This is an optimization exercise on Yosys and OpenROAD, whose aim is small area, not a production implementation.
In this exercise RTL edits were held to simulation tests only and were not proved equivalent to the original.
No activity file was given, so power comes from the tool's default toggle rates.

v6:
==> flow/design.v (excerpt) <==
module timing_tracker_top (
    input  logic         i_clk,
    input  logic         i_rstn,
    input  logic [27:0]  i_slots,
    output logic [383:0] o_intra,
    output logic [383:0] o_inter,
    output logic [11:0]  o_faw_last
);
Size in the first run: ~2800 cells after synthesis, about 810 I/O pins, ~18000 um2 of cells after synthesis.
clock: 5.0 ns
lec_check: 0
cap_margin: 20
core_area: 5 5 275 275
die_area: 0 0 280 280
slew_margin: 20
standard.sh (not shown) runs the stock make flow with config.mk's settings and CLKGATE_MAP_FILE= SYNTH_SCRIPT=/design/flow/synth_recipe.tcl, a recipe that flattens the netlist after the stock synthesis.
==> flow/flow/run.sh <==
#!/bin/bash
# own layout flow: the standard synthesis, its combinational logic re-mapped for area by
# ABC (registers untouched), then the standard ORFS floorplan to finish
set -euo pipefail
W=$(pwd)
R=$W/orfs/results/$FLOW_PLATFORM/timing_tracker_top/base
YOSYS=$FLOW_HOME/../tools/install/yosys/bin/yosys
LIB=$FLOW_HOME/platforms/sky130hd/lib/sky130_fd_sc_hd__tt_025C_1v80.lib

# 1. standard synthesis, netlist only
bash standard.sh "$R/1_2_yosys.v" > synth_std.log 2>&1
cp "$R/1_2_yosys.v" "$W/1_2_yosys.std.v"

# 2. re-map the logic between the registers
SEQ=$(grep -o 'sky130_fd_sc_hd__[a-z0-9_]*' "$W/1_2_yosys.std.v" | sort -u | grep -E '__(e|s|se)?df|__dl|__conb' | sed 's/^/=/' | tr '\n' ' ')
DONTUSE="-dont_use sky130_fd_sc_hd__lpflow_* -dont_use sky130_fd_sc_hd__probe*"
PS=$(python3 -c "print(int(float('$FLOW_PERIOD_NS')*1000))")
sed -e "s|{LIB}|$LIB|g" -e "s|{IN}|$W/1_2_yosys.std.v|" -e "s|{TOP}|$FLOW_TOP|" -e "s|{SEQ}|$SEQ|" \
    -e "s|{ABC}|$W/flow/resyn.abc|" -e "s|{PS}|$PS|" -e "s|{DONTUSE}|$DONTUSE|" \
    -e "s|{STAT}|$W/resyn_stat.txt|" -e "s|{OUT}|$W/1_2_yosys.resyn.v|" flow/resyn.ys > resyn_run.ys
"$YOSYS" -s resyn_run.ys > resyn.log 2>&1
sleep 1
cp "$W/1_2_yosys.resyn.v" "$R/1_2_yosys.v"
touch "$R/1_2_yosys.v"

# 3. the standard flow from the netlist on, port buffers of the smallest buffer
bash standard.sh 'BUFFER_PORTS_ARGS=-buffer_cell sky130_fd_sc_hd__buf_1' finish > flow_std.log 2>&1
==> flow/flow/resyn.abc <==
strash
&get -n
&deepsyn -T 60
&put
dch -f
amap
topo
==> flow/flow/resyn.ys <==
# re-map the standard synthesis's combinational logic for area; registers are kept as they are
read_liberty -ignore_miss_func -wb {LIB}
read_verilog {IN}
hierarchy -top {TOP}
setattr -mod -set keep_hierarchy 1 {SEQ}
flatten -wb
opt_clean -purge
opt -purge
abc -liberty {LIB} -script {ABC} -D {PS} {DONTUSE}
opt_clean -purge
hilomap -singleton -hicell sky130_fd_sc_hd__conb_1 HI -locell sky130_fd_sc_hd__conb_1 LO
insbuf -buf sky130_fd_sc_hd__buf_4 A X
splitnets
opt_clean -purge
rename -hide w:*.*
tee -o {STAT} stat -liberty {LIB}
write_verilog -noattr -nohex -nodec {OUT}
Changes in v7 relative to v6:
Settings: CORE_AREA: 5 5 275 275 -> unset; CORE_MARGIN: unset -> 2; CORE_UTILIZATION: unset -> 40; DIE_AREA: 0 0 280 280 -> unset.
==> flow/flow/resyn.abc <==
strash
&get -n
&deepsyn -T 60
&put
dch -f
map -a
topo
Notes after the runs:
v7 against v6: effective utilization at floorplan went up; synthesized cell count now larger.
v7 did not finish: a tool error stopped it during I/O pin placement.
v7 against v6: synthesized area divided by synthesized cell count went down 0.40 um2, synthesized area shows an increase of 530 um2.

timing_tracker_top, a different RTL version from the one above (not shown whole).
Size in the first run: about 2400 cells after synthesis, about 810 I/O pins.
==> flow/config.mk <==
export PLATFORM = sky130hd
export DESIGN_NAME = timing_tracker_top
export DESIGN_NICKNAME = timing_tracker_top
export VERILOG_FILES = /design/flow/design.v
export SDC_FILE = /design/flow/constraint.sdc
export NUM_CORES = 4
export LEC_CHECK = 0
export CAP_MARGIN = 20
export CORE_AREA = 5 5 275 275
export DIE_AREA = 0 0 280 280
export SLEW_MARGIN = 20
==> flow/constraint.sdc <==
create_clock -name core_clock -period 5.0 [get_ports {i_clk}]
set_input_delay 1.0000 -clock core_clock [delete_from_list [all_inputs] [get_ports {i_clk}]]
set_output_delay 1.0000 -clock core_clock [all_outputs]
set_load 0.01 [all_outputs]
==> flow/flow/run.sh <==
#!/bin/bash
# own layout flow: the standard synthesis, its combinational logic re-mapped for area by
# ABC (registers untouched), then the standard ORFS floorplan to finish, with the smallest
# buffer on each port and tie cells shared between nearby constant outputs
set -euo pipefail
W=$(pwd)
R=$W/orfs/results/$FLOW_PLATFORM/timing_tracker_top/base
YOSYS=$FLOW_HOME/../tools/install/yosys/bin/yosys
LIB=$FLOW_HOME/platforms/sky130hd/lib/sky130_fd_sc_hd__tt_025C_1v80.lib

# 1. standard synthesis, netlist only
bash standard.sh "$R/1_2_yosys.v" > synth_std.log 2>&1
cp "$R/1_2_yosys.v" "$W/1_2_yosys.std.v"

# 2. re-map the logic between the registers
SEQ=$(grep -o 'sky130_fd_sc_hd__[a-z0-9_]*' "$W/1_2_yosys.std.v" | sort -u | grep -E '__(e|s|se)?df|__dl|__conb' | sed 's/^/=/' | tr '\n' ' ')
DONTUSE="-dont_use sky130_fd_sc_hd__lpflow_* -dont_use sky130_fd_sc_hd__probe*"
PS=$(python3 -c "print(int(float('$FLOW_PERIOD_NS')*1000))")
sed -e "s|{LIB}|$LIB|g" -e "s|{IN}|$W/1_2_yosys.std.v|" -e "s|{TOP}|$FLOW_TOP|" -e "s|{SEQ}|$SEQ|" \
    -e "s|{ABC}|$W/flow/resyn.abc|" -e "s|{PS}|$PS|" -e "s|{DONTUSE}|$DONTUSE|" \
    -e "s|{STAT}|$W/resyn_stat.txt|" -e "s|{OUT}|$W/1_2_yosys.resyn.v|" flow/resyn.ys > resyn_run.ys
"$YOSYS" -s resyn_run.ys > resyn.log 2>&1
sleep 1
cp "$W/1_2_yosys.resyn.v" "$R/1_2_yosys.v"
touch "$R/1_2_yosys.v"

# 3. the standard flow from the netlist through placement, port buffers of the smallest buffer
BP='BUFFER_PORTS_ARGS=-buffer_cell sky130_fd_sc_hd__buf_1'
bash standard.sh "$BP" "$R/3_place.odb" > flow_place.log 2>&1

# 4. nearby constant outputs share one tie cell
sleep 1
TIE_IN_DB="$R/3_place.odb" TIE_OUT_DB="$R/3_place.odb" \
    openroad -no_init -exit flow/tie_merge.tcl > tie_merge.log 2>&1
touch "$R/3_place.odb"

# 5. the standard flow from clock tree synthesis to the end; the clock tree of small buffers
# and without dummy loads
CTS="CTS_ARGS=-sink_clustering_enable -repair_clock_nets -dont_use_dummy_load -buf_list {sky130_fd_sc_hd__clkbuf_4 sky130_fd_sc_hd__clkbuf_8}"
bash standard.sh "$BP" "$CTS" finish > flow_finish.log 2>&1
==> flow/flow/tie_merge.tcl <==
# share tie cells between nearby constant output ports: each conb_1 output net that drives only
# output ports is merged with its neighbours along the die edge, up to MAXN ports within SPAN um
set in_db $::env(TIE_IN_DB)
set out_db $::env(TIE_OUT_DB)
set MAXN 6
set SPAN 40.0
read_db $in_db
set block [ord::get_db_block]
set dbu [$block getDbUnitsPerMicron]
set die [$block getDieArea]
set W [$die xMax]
set H [$die yMax]
set cands {}
foreach inst [$block getInsts] {
  if {[[$inst getMaster] getName] ne "sky130_fd_sc_hd__conb_1"} { continue }
  foreach it [$inst getITerms] {
    set mt [$it getMTerm]
    set pn [$mt getName]
    if {$pn ne "HI" && $pn ne "LO"} { continue }
    set net [$it getNet]
    if {$net eq "NULL" || $net eq ""} { continue }
    set others 0
    foreach it2 [$net getITerms] { if {$it2 ne $it} { incr others } }
    set bts [$net getBTerms]
    if {$others != 0 || [llength $bts] != 1} { continue }
    set bt [lindex $bts 0]
    set bb [$bt getBBox]
    set x [expr {([$bb xMin] + [$bb xMax]) / 2}]
    set y [expr {([$bb yMin] + [$bb yMax]) / 2}]
    # position along the perimeter, counter-clockwise from the origin
    if {$y <= 0} { set p $x } elseif {$x >= $W} { set p [expr {$W + $y}] } elseif {$y >= $H} { set p [expr {$W + $H + ($W - $x)}] } else { set p [expr {2*$W + $H + ($H - $y)}] }
    lappend cands [list $p $pn $inst $net $bt]
  }
}
set cands [lsort -real -index 0 $cands]
set removed 0
foreach pn {LO HI} {
  set grp {}
  set list {}
  foreach c $cands { if {[lindex $c 1] eq $pn} { lappend list $c } }
  set i 0
  set n [llength $list]
  while {$i < $n} {
    set first [lindex $list $i]
    set p0 [lindex $first 0]
    set knet [lindex $first 3]
    set j [expr {$i + 1}]
    while {$j < $n && $j - $i < $MAXN && ([lindex [lindex $list $j] 0] - $p0) <= $SPAN * $dbu} {
      set c [lindex $list $j]
      set bt [lindex $c 4]
      set onet [lindex $c 3]
      set oinst [lindex $c 2]
      $bt connect $knet
      odb::dbInst_destroy $oinst
      odb::dbNet_destroy $onet
      incr removed
      incr j
    }
    set i $j
  }
}
puts "tie_merge: [llength $cands] tie-driven ports, removed $removed tie cells"
write_db $out_db
Scripts as last shown in full above: flow/flow/resyn.ys
Other scripts of this flow, unchanged in this note and not shown: flow/flow/resyn.abc
Edit:
--- a/flow/flow/run.sh
+++ b/flow/flow/run.sh
@@ -35,6 +35,4 @@
 touch "$R/3_place.odb"
 
-# 5. the standard flow from clock tree synthesis to the end; the clock tree of small buffers
-# and without dummy loads
-CTS="CTS_ARGS=-sink_clustering_enable -repair_clock_nets -dont_use_dummy_load -buf_list {sky130_fd_sc_hd__clkbuf_4 sky130_fd_sc_hd__clkbuf_8}"
-bash standard.sh "$BP" "$CTS" finish > flow_finish.log 2>&1
+# 5. the standard flow from clock tree synthesis to the end
+bash standard.sh "$BP" finish > flow_finish.log 2>&1
Result:
- utilization goes up by 0.51 points
- final area goes up by 2.2%
- clock skew goes down by 0.023 ns
- count of clock-buffer cells in the layout goes up by 6
- routed wire length goes down by 0.32%
- power goes up by 15%
Edit:
--- a/flow/flow/run.sh
+++ b/flow/flow/run.sh
@@ -35,4 +35,6 @@
 touch "$R/3_place.odb"
 
-# 5. the standard flow from clock tree synthesis to the end
-bash standard.sh "$BP" finish > flow_finish.log 2>&1
+# 5. the standard flow from clock tree synthesis to the end; the clock tree of small buffers
+# and without dummy loads
+CTS="CTS_ARGS=-sink_clustering_enable -repair_clock_nets -dont_use_dummy_load -buf_list {sky130_fd_sc_hd__clkbuf_4 sky130_fd_sc_hd__clkbuf_8} -sink_clustering_buffer sky130_fd_sc_hd__clkbuf_4 -sink_clustering_size 8"
+bash standard.sh "$BP" "$CTS" finish > flow_finish.log 2>&1
--- a/flow/flow/tie_merge.tcl
+++ b/flow/flow/tie_merge.tcl
@@ -3,6 +3,6 @@
 set in_db $::env(TIE_IN_DB)
 set out_db $::env(TIE_OUT_DB)
-set MAXN 6
-set SPAN 40.0
+set MAXN 12
+set SPAN 80.0
 read_db $in_db
 set block [ord::get_db_block]
Outcome: Area after synthesis stays the same; via count stays flat; clock power is lower by well over a third; non-clock buffer count is unchanged.
Edit:
--- a/flow/flow/run.sh
+++ b/flow/flow/run.sh
@@ -37,4 +37,4 @@
 # 5. the standard flow from clock tree synthesis to the end; the clock tree of small buffers
 # and without dummy loads
-CTS="CTS_ARGS=-sink_clustering_enable -repair_clock_nets -dont_use_dummy_load -buf_list {sky130_fd_sc_hd__clkbuf_4 sky130_fd_sc_hd__clkbuf_8} -sink_clustering_buffer sky130_fd_sc_hd__clkbuf_4 -sink_clustering_size 8"
+CTS="CTS_ARGS=-sink_clustering_enable -repair_clock_nets -dont_use_dummy_load -buf_list {sky130_fd_sc_hd__clkbuf_4 sky130_fd_sc_hd__clkbuf_8}"
 bash standard.sh "$BP" "$CTS" finish > flow_finish.log 2>&1
--- a/flow/flow/tie_merge.tcl
+++ b/flow/flow/tie_merge.tcl
@@ -3,6 +3,6 @@
 set in_db $::env(TIE_IN_DB)
 set out_db $::env(TIE_OUT_DB)
-set MAXN 12
-set SPAN 80.0
+set MAXN 6
+set SPAN 40.0
 read_db $in_db
 set block [ord::get_db_block]
Settings changed: CAP_MARGIN 20 to 5, SLEW_MARGIN 20 to 5.
After rerunning: The new run finished with timing, DRC and antenna clean; wire length rose by 2.4%; die area does not change; clock skew hardly moves; total power is higher by 0.39%; final area rose by 0.42%; utilization is about the same; setup slack loses 0.021 ns; combinational power hardly moves; global-route usage goes up by 0.40 points; non-clock buffer count does not change; via count came out higher by 0.43%.
Edit:
--- a/flow/flow/tie_merge.tcl
+++ b/flow/flow/tie_merge.tcl
@@ -3,6 +3,6 @@
 set in_db $::env(TIE_IN_DB)
 set out_db $::env(TIE_OUT_DB)
-set MAXN 6
-set SPAN 40.0
+set MAXN 12
+set SPAN 80.0
 read_db $in_db
 set block [ord::get_db_block]
Settings changed: CAP_MARGIN 5 to 20, SLEW_MARGIN 5 to 20.
Result: The changed run ran to the end with no violations. Register-to-register slack is about the same. Via count came out lower slightly. Combinational power stays flat. Area after synthesis does not change. Power came out lower slightly. Worst setup slack is better by 0.021 ns. Final area came out lower slightly.

-- separate check: timing with driven ports --
No port has a modelled driver above. Below, the same layouts with a new extraction and two added sets of constraints.
Step 1, drivers: a clkbuf_16 drives i_clk and a buf_2 each remaining input, both assumed.
Step 2 also shifts input and output timing later by t, the mid clock arrival at the registers, as if the neighbouring blocks saw the same clock.
Three values: no drivers, after step 1, after step 2; two values: the first two.
| run | shift t [ns] | setup slack, ns | latest minus earliest clock arrival (ns) | worst slew at a driven data input, ns | pins driven straight from the clock port |
|---|---|---|---|---|---|
| v6 | 0.520 | 0.573 / 0.593 / 0.073 | 0.016 / 0.017 | 0.13 | 1 |
| the first run of note 2 | 0.573 | 0.983 / 0.929 / 0.675 | 0.042 / 0.043 | 0.19 | 1 |
| the second run of note 2 | 0.535 | 1.016 / 0.955 / 0.675 | 0.021 / 0.020 | 0.19 | 1 |
| the third run of note 2 | 0.573 | 1.009 / 0.954 / 0.689 | 0.036 / 0.036 | 0.20 | 1 |
| the fourth run of note 2 | 0.573 | 0.988 / 0.932 / 0.696 | 0.042 / 0.042 | 0.19 | 1 |
| the fifth run of note 2 | 0.573 | 1.009 / 0.954 / 0.689 | 0.036 / 0.036 | 0.20 | 1 |
After both steps every run listed still meets setup and hold. For v6, which loses most, drivers alone change the setup slack by +0.020 ns; drivers and shift together by -0.500 ns.
